Context: an optimization exercise on an open-source flow, tuned for small area and a short achievable clock period. The choices shown serve that exercise and are no tape-out recipe. Where RTL was checked, it was by simulation tests only, not by an equivalence proof against the original. Power figures rest on the tool's default switching activity, not on a simulated workload.

==> inputs of cedar <==
## out_layer_top
module out_layer_top (
	input  logic                                  clk,
	input  logic                                  rst_n_i,
	input  logic [out_layer_pkg::CYC_W-1:0]       cycle_index_i,   
	input  logic                                  cycle_clk_i,     
	input  logic [2*out_layer_pkg::LANES*out_layer_pkg::FIX_WIDTH-1:0] fwd_i,  
	input  logic [out_layer_pkg::LANES-1:0]       ans_i,           
	output logic [out_layer_pkg::LANES*out_layer_pkg::FIX_WIDTH-1:0] del_o,  
	output logic [out_layer_pkg::LANES-1:0]       ans_o            
);
Settings: LEC_CHECK=0, CAP_MARGIN=20, CORE_MARGIN=2, CORE_UTILIZATION=75, CTS_CLUSTER_DIAMETER=80, CTS_CLUSTER_SIZE=30, PLACE_DENSITY=0.85, SLEW_MARGIN=20, TNS_END_PERCENT=0; clock period 10.0 ns.
standard.sh (not shown) runs the stock make flow with config.mk's settings and CLKGATE_MAP_FILE= SYNTH_SCRIPT=/design/flow/synth_recipe.tcl, a recipe that flattens the netlist after the stock synthesis.
==> flow/flow/run.sh <==
#!/bin/bash
# Standard ORFS layout (the standard.sh) with these changes to how it is made:
#  - synthesis skips the generic "abc -fast" pass inside yosys synth (SYNTH_ARGS=-noabc), so the
#    full adders written in the RTL reach extract_fa as written; the registers (names, count
#    and cell types) are the same as the standard synthesis gives;
#  - port buffers are buf_2 cells instead of the resizer's default pick (a delay cell);
#  - repair_timing aims for more setup slack than the 10 ns clock needs, so the layout is
#    pushed towards the shortest period it can reach. Constraints and period are unchanged.
set -euo pipefail
bash standard.sh \
  SYNTH_ARGS=-noabc \
  'BUFFER_PORTS_ARGS=-buffer_cell sky130_fd_sc_hd__buf_2' \
  SETUP_SLACK_MARGIN=7 \
  finish > orfs_make.log 2>&1
==> inputs of willow, as changes to cedar <==
--- a/flow/design.v
+++ b/flow/design.v
@@ -451,45 +451,42 @@
 	assign fc218 = (~pp6_15 & pp7_13) | (~pp6_15 & fc182) | (pp7_13 & fc182);
 	assign fs219 = ~pp6_16 ^ pp7_14 ^ pp6_15;
 	assign fc220 = (~pp6_16 & pp7_14) | (~pp6_16 & pp6_15) | (pp7_14 & pp6_15);
 	logic [31:0] row_a, row_b;
 	assign row_a = {1'b1, ~pp7_16, ~pp7_15, fs219, fs217, fs215, fs213, fs211, fs209, fs207, fs205, fs203, fs201, fs199, fs197, fs195, fs193, fs191, fs189, fs187, fs185, hs183, fs147, hs145, fs143, fs77, hs75, fs73, hs3, fs1, pp0_1, pp0_0};
 	assign row_b = {1'b0, pp7_15, fc220, fc218, fc216, fc214, fc212, fc210, fc208, fc206, fc204, fc202, fc200, fc198, fc196, fc194, fc192, fc190, fc188, fc186, hc184, fc148, hc146, fc144, 1'b0, hc76, fc74, 1'b0, fc2, 1'b0, 1'b0, neg_q[0]};
 	logic [10:0] lo_sum;
 	assign lo_sum = {1'b0, row_a[9:0]} + {1'b0, row_b[9:0]};
-	logic [14:0] hi_a_q, hi_b_q;
+	logic [15:0] hi_a_q, hi_b_q;
 	logic        cin_q;
 	always_ff @(posedge clk) begin
-		hi_a_q <= row_a[24:10];
-		hi_b_q <= row_b[24:10];
+		hi_a_q <= row_a[25:10];
+		hi_b_q <= row_b[25:10];
 		cin_q  <= lo_sum[10];
 	end
-	logic [4:0] tt_p, tt_g, tt_k;
-	assign tt_p = row_a[31:27] ^ row_b[31:27];
-	assign tt_g = row_a[31:27] & row_b[31:27];
-	assign tt_k = row_a[31:27] | row_b[31:27];
+	logic [5:0] tt_p, tt_g, tt_k;
+	assign tt_p = row_a[31:26] ^ row_b[31:26];
+	assign tt_g = row_a[31:26] & row_b[31:26];
+	assign tt_k = row_a[31:26] | row_b[31:26];
 	logic tt_z, tt_m1, tt_m2;
-	assign tt_z  = ~tt_p[0] & (tt_p[4:1] == tt_k[3:0]);
+	assign tt_z  = ~tt_p[0] & (tt_p[5:1] == tt_k[4:0]);
 	assign tt_m1 = &tt_p;
-	assign tt_m2 = ~tt_p[0] & (tt_p[4:1] == ~tt_g[3:0]);
-	logic [1:0] xt_q, gt_q;   
+	assign tt_m2 = ~tt_p[0] & (tt_p[5:1] == ~tt_g[4:0]);
 	logic z_q, m1_q, m2_q, sgn2_q;
 	always_ff @(posedge clk) begin
 		z_q    <= tt_z;
 		m1_q   <= tt_m1;
 		m2_q   <= tt_m2;
 		sgn2_q <= sgn1_q;
-		xt_q   <= row_a[26:25] ^ row_b[26:25];
-		gt_q   <= row_a[26:25] & row_b[26:25];
 	end
-	logic [14:0] g, p;
+	logic [15:0] g, p;
 	assign g = hi_a_q & hi_b_q;
 	assign p = hi_a_q ^ hi_b_q;
-	logic [15:0] c;
+	logic [16:0] c;
 	logic sg0_1, sp0_1;
 	assign sg0_1 = g[1] | (p[1] & g[0]);
 	assign sp0_1 = p[1] & p[0];
 	logic sg0_3, sp0_3;
 	assign sg0_3 = g[3] | (p[3] & g[2]);
 	assign sp0_3 = p[3] & p[2];
 	logic sg0_5, sp0_5;
 	assign sg0_5 = g[5] | (p[5] & g[4]);
@@ -501,16 +498,19 @@
 	assign sg0_9 = g[9] | (p[9] & g[8]);
 	assign sp0_9 = p[9] & p[8];
 	logic sg0_11, sp0_11;
 	assign sg0_11 = g[11] | (p[11] & g[10]);
 	assign sp0_11 = p[11] & p[10];
 	logic sg0_13, sp0_13;
 	assign sg0_13 = g[13] | (p[13] & g[12]);
 	assign sp0_13 = p[13] & p[12];
+	logic sg0_15, sp0_15;
+	assign sg0_15 = g[15] | (p[15] & g[14]);
+	assign sp0_15 = p[15] & p[14];
 	logic sg1_2, sp1_2;
 	assign sg1_2 = g[2] | (p[2] & sg0_1);
 	assign sp1_2 = p[2] & sp0_1;
 	logic sg1_3, sp1_3;
 	assign sg1_3 = sg0_3 | (sp0_3 & sg0_1);
 	assign sp1_3 = sp0_3 & sp0_1;
 	logic sg1_6, sp1_6;
 	assign sg1_6 = g[6] | (p[6] & sg0_5);
@@ -522,16 +522,19 @@
 	assign sg1_10 = g[10] | (p[10] & sg0_9);
 	assign sp1_10 = p[10] & sp0_9;
 	logic sg1_11, sp1_11;
 	assign sg1_11 = sg0_11 | (sp0_11 & sg0_9);
 	assign sp1_11 = sp0_11 & sp0_9;
 	logic sg1_14, sp1_14;
 	assign sg1_14 = g[14] | (p[14] & sg0_13);
 	assign sp1_14 = p[14] & sp0_13;
+	logic sg1_15, sp1_15;
+	assign sg1_15 = sg0_15 | (sp0_15 & sg0_13);
+	assign sp1_15 = sp0_15 & sp0_13;
 	logic sg2_4, sp2_4;
 	assign sg2_4 = g[4] | (p[4] & sg1_3);
 	assign sp2_4 = p[4] & sp1_3;
 	logic sg2_5, sp2_5;
 	assign sg2_5 = sg0_5 | (sp0_5 & sg1_3);
 	assign sp2_5 = sp0_5 & sp1_3;
 	logic sg2_6, sp2_6;
 	assign sg2_6 = sg1_6 | (sp1_6 & sg1_3);
@@ -543,16 +546,19 @@
 	assign sg2_12 = g[12] | (p[12] & sg1_11);
 	assign sp2_12 = p[12] & sp1_11;
 	logic sg2_13, sp2_13;
 	assign sg2_13 = sg0_13 | (sp0_13 & sg1_11);
 	assign sp2_13 = sp0_13 & sp1_11;
 	logic sg2_14, sp2_14;
 	assign sg2_14 = sg1_14 | (sp1_14 & sg1_11);
 	assign sp2_14 = sp1_14 & sp1_11;
+	logic sg2_15, sp2_15;
+	assign sg2_15 = sg1_15 | (sp1_15 & sg1_11);
+	assign sp2_15 = sp1_15 & sp1_11;
 	logic sg3_8, sp3_8;
 	assign sg3_8 = g[8] | (p[8] & sg2_7);
 	assign sp3_8 = p[8] & sp2_7;
 	logic sg3_9, sp3_9;
 	assign sg3_9 = sg0_9 | (sp0_9 & sg2_7);
 	assign sp3_9 = sp0_9 & sp2_7;
 	logic sg3_10, sp3_10;
 	assign sg3_10 = sg1_10 | (sp1_10 & sg2_7);
@@ -564,43 +570,43 @@
 	assign sg3_12 = sg2_12 | (sp2_12 & sg2_7);
 	assign sp3_12 = sp2_12 & sp2_7;
 	logic sg3_13, sp3_13;
 	assign sg3_13 = sg2_13 | (sp2_13 & sg2_7);
 	assign sp3_13 = sp2_13 & sp2_7;
 	logic sg3_14, sp3_14;
 	assign sg3_14 = sg2_14 | (sp2_14 & sg2_7);
 	assign sp3_14 = sp2_14 & sp2_7;
+	logic sg3_15, sp3_15;
+	assign sg3_15 = sg2_15 | (sp2_15 & sg2_7);
+	assign sp3_15 = sp2_15 & sp2_7;
 	assign c[0] = cin_q;
 	assign c[1] = g[0] | (p[0] & cin_q);
 	assign c[2] = sg0_1 | (sp0_1 & cin_q);
 	assign c[3] = sg1_2 | (sp1_2 & cin_q);
 	assign c[4] = sg1_3 | (sp1_3 & cin_q);
 	assign c[5] = sg2_4 | (sp2_4 & cin_q);
 	assign c[6] = sg2_5 | (sp2_5 & cin_q);
 	assign c[7] = sg2_6 | (sp2_6 & cin_q);
 	assign c[8] = sg2_7 | (sp2_7 & cin_q);
 	assign c[9] = sg3_8 | (sp3_8 & cin_q);
 	assign c[10] = sg3_9 | (sp3_9 & cin_q);
 	assign c[11] = sg3_10 | (sp3_10 & cin_q);
 	assign c[12] = sg3_11 | (sp3_11 & cin_q);
 	assign c[13] = sg3_12 | (sp3_12 & cin_q);
 	assign c[14] = sg3_13 | (sp3_13 & cin_q);
 	assign c[15] = sg3_14 | (sp3_14 & cin_q);
-	logic [2:0] ct;    
-	assign ct[0] = c[15];
-	assign ct[1] = gt_q[0] | (xt_q[0] & ct[0]);
-	assign ct[2] = gt_q[1] | (xt_q[1] & ct[1]);
+	assign c[16] = sg3_15 | (sp3_15 & cin_q);
 	logic eqt, vt;   
-	assign eqt = ct[2] ? (m1_q | m2_q) : (z_q | m1_q);
-	assign vt  = ct[2] ? m2_q : m1_q;
+	assign eqt = c[16] ? (m1_q | m2_q) : (z_q | m1_q);
+	assign vt  = c[16] ? m2_q : m1_q;
 	logic ovf;
-	assign ovf = ~(eqt & ((xt_q ^ ct[1:0]) == {2{vt}}));
+	assign ovf = ~(eqt & ((p[15:15] ^ c[15:15]) == {1{vt}}));
 	logic [15:0] q;
-	assign q = {xt_q[0] ^ ct[0], p[14:0] ^ c[14:0]};
+	assign q = p[15:0] ^ c[15:0];
 	always_ff @(posedge clk) begin
 		del_o <= ovf ? {sgn2_q, {15{~sgn2_q}}} : q;
 	end
 endmodule
 `timescale 1ns/1ps
 module delta_bank_ctrl (
 	input  logic                      clk,
 	input  logic                      rst_n_i,
--- a/flow/flow/run.sh
+++ b/flow/flow/run.sh
@@ -5,10 +5,10 @@
 #    and cell types) are the same as the standard synthesis gives;
 #  - port buffers are buf_2 cells instead of the resizer's default pick (a delay cell);
 #  - repair_timing aims for more setup slack than the 10 ns clock needs, so the layout is
 #    pushed towards the shortest period it can reach. Constraints and period are unchanged.
 set -euo pipefail
 bash standard.sh \
   SYNTH_ARGS=-noabc \
   'BUFFER_PORTS_ARGS=-buffer_cell sky130_fd_sc_hd__buf_2' \
-  SETUP_SLACK_MARGIN=7 \
+  SETUP_SLACK_MARGIN=7.3 \
   finish > orfs_make.log 2>&1
==> qor summary <==
Clock buffers created by TritonCTS: willow 31; cedar 30
Critical Path Sink Type: willow primary output; cedar flip-flop
Clock network power: willow 1.50 mW; cedar 1.47 mW
Inverters, non-clock: willow 159; cedar 151
Run status: willow no timing/DRC/antenna violations; cedar no timing/DRC/antenna violations
Time the final worst path needs with I/O delays and setup: willow 3.16 ns; cedar 3.65 ns
Cts repair resizes: willow 212; cedar 59
Share of the synthesized area in the top cell type: willow 34.7%; cedar 35.4%
Number of nets in the finished design: willow 4388; cedar 4287
Global-route track usage on met2: willow 54.7%; cedar 54.4%
Share of synthesized area spent on multiplexers: willow 0.514%; cedar 0.138%
Met3 layer wire length in the routed design: willow 6.69 mm; cedar 5.66 mm
Wire length of the first global-routing pass: willow 139 mm; cedar 136 mm
For cedar, only the layout was checked, not whether the RTL still works.

re-timing with driven ports:
The results above use ideal ports. As a check the final layouts listed here were re-extracted and re-timed, cells and wires unchanged.
Step 1 (the two cells are an assumption about what drives the block):
set clk [get_ports {clk}]
set_driving_cell -lib_cell sky130_fd_sc_hd__clkbuf_16 $clk
set_driving_cell -lib_cell sky130_fd_sc_hd__buf_2 [delete_from_list [all_inputs] $clk]
Step 2 adds t to the input delays and takes it off the output delays; t is the mean of the earliest and latest rising clock arrival at the registers after step 1. Input paths then give back, and output paths get back, about the clock's delay inside the block.
Slacks: ideal / step 1 / step 2; pairs: ideal / step 1.
| run | shift t [ns] | setup slack, ns | clock arrival spread, ns |
|---|---|---|---|
| cedar | 0.669 | 6.354 / 6.354 / 6.354 | 0.026 / 0.026 |
| willow | 0.693 | 6.843 / 6.780 / 6.367 | 0.037 / 0.038 |
After both steps every run listed still meets setup and hold. The setup slack of willow, which loses most, moves by -0.063 ns with the drivers and by -0.476 ns with both steps.
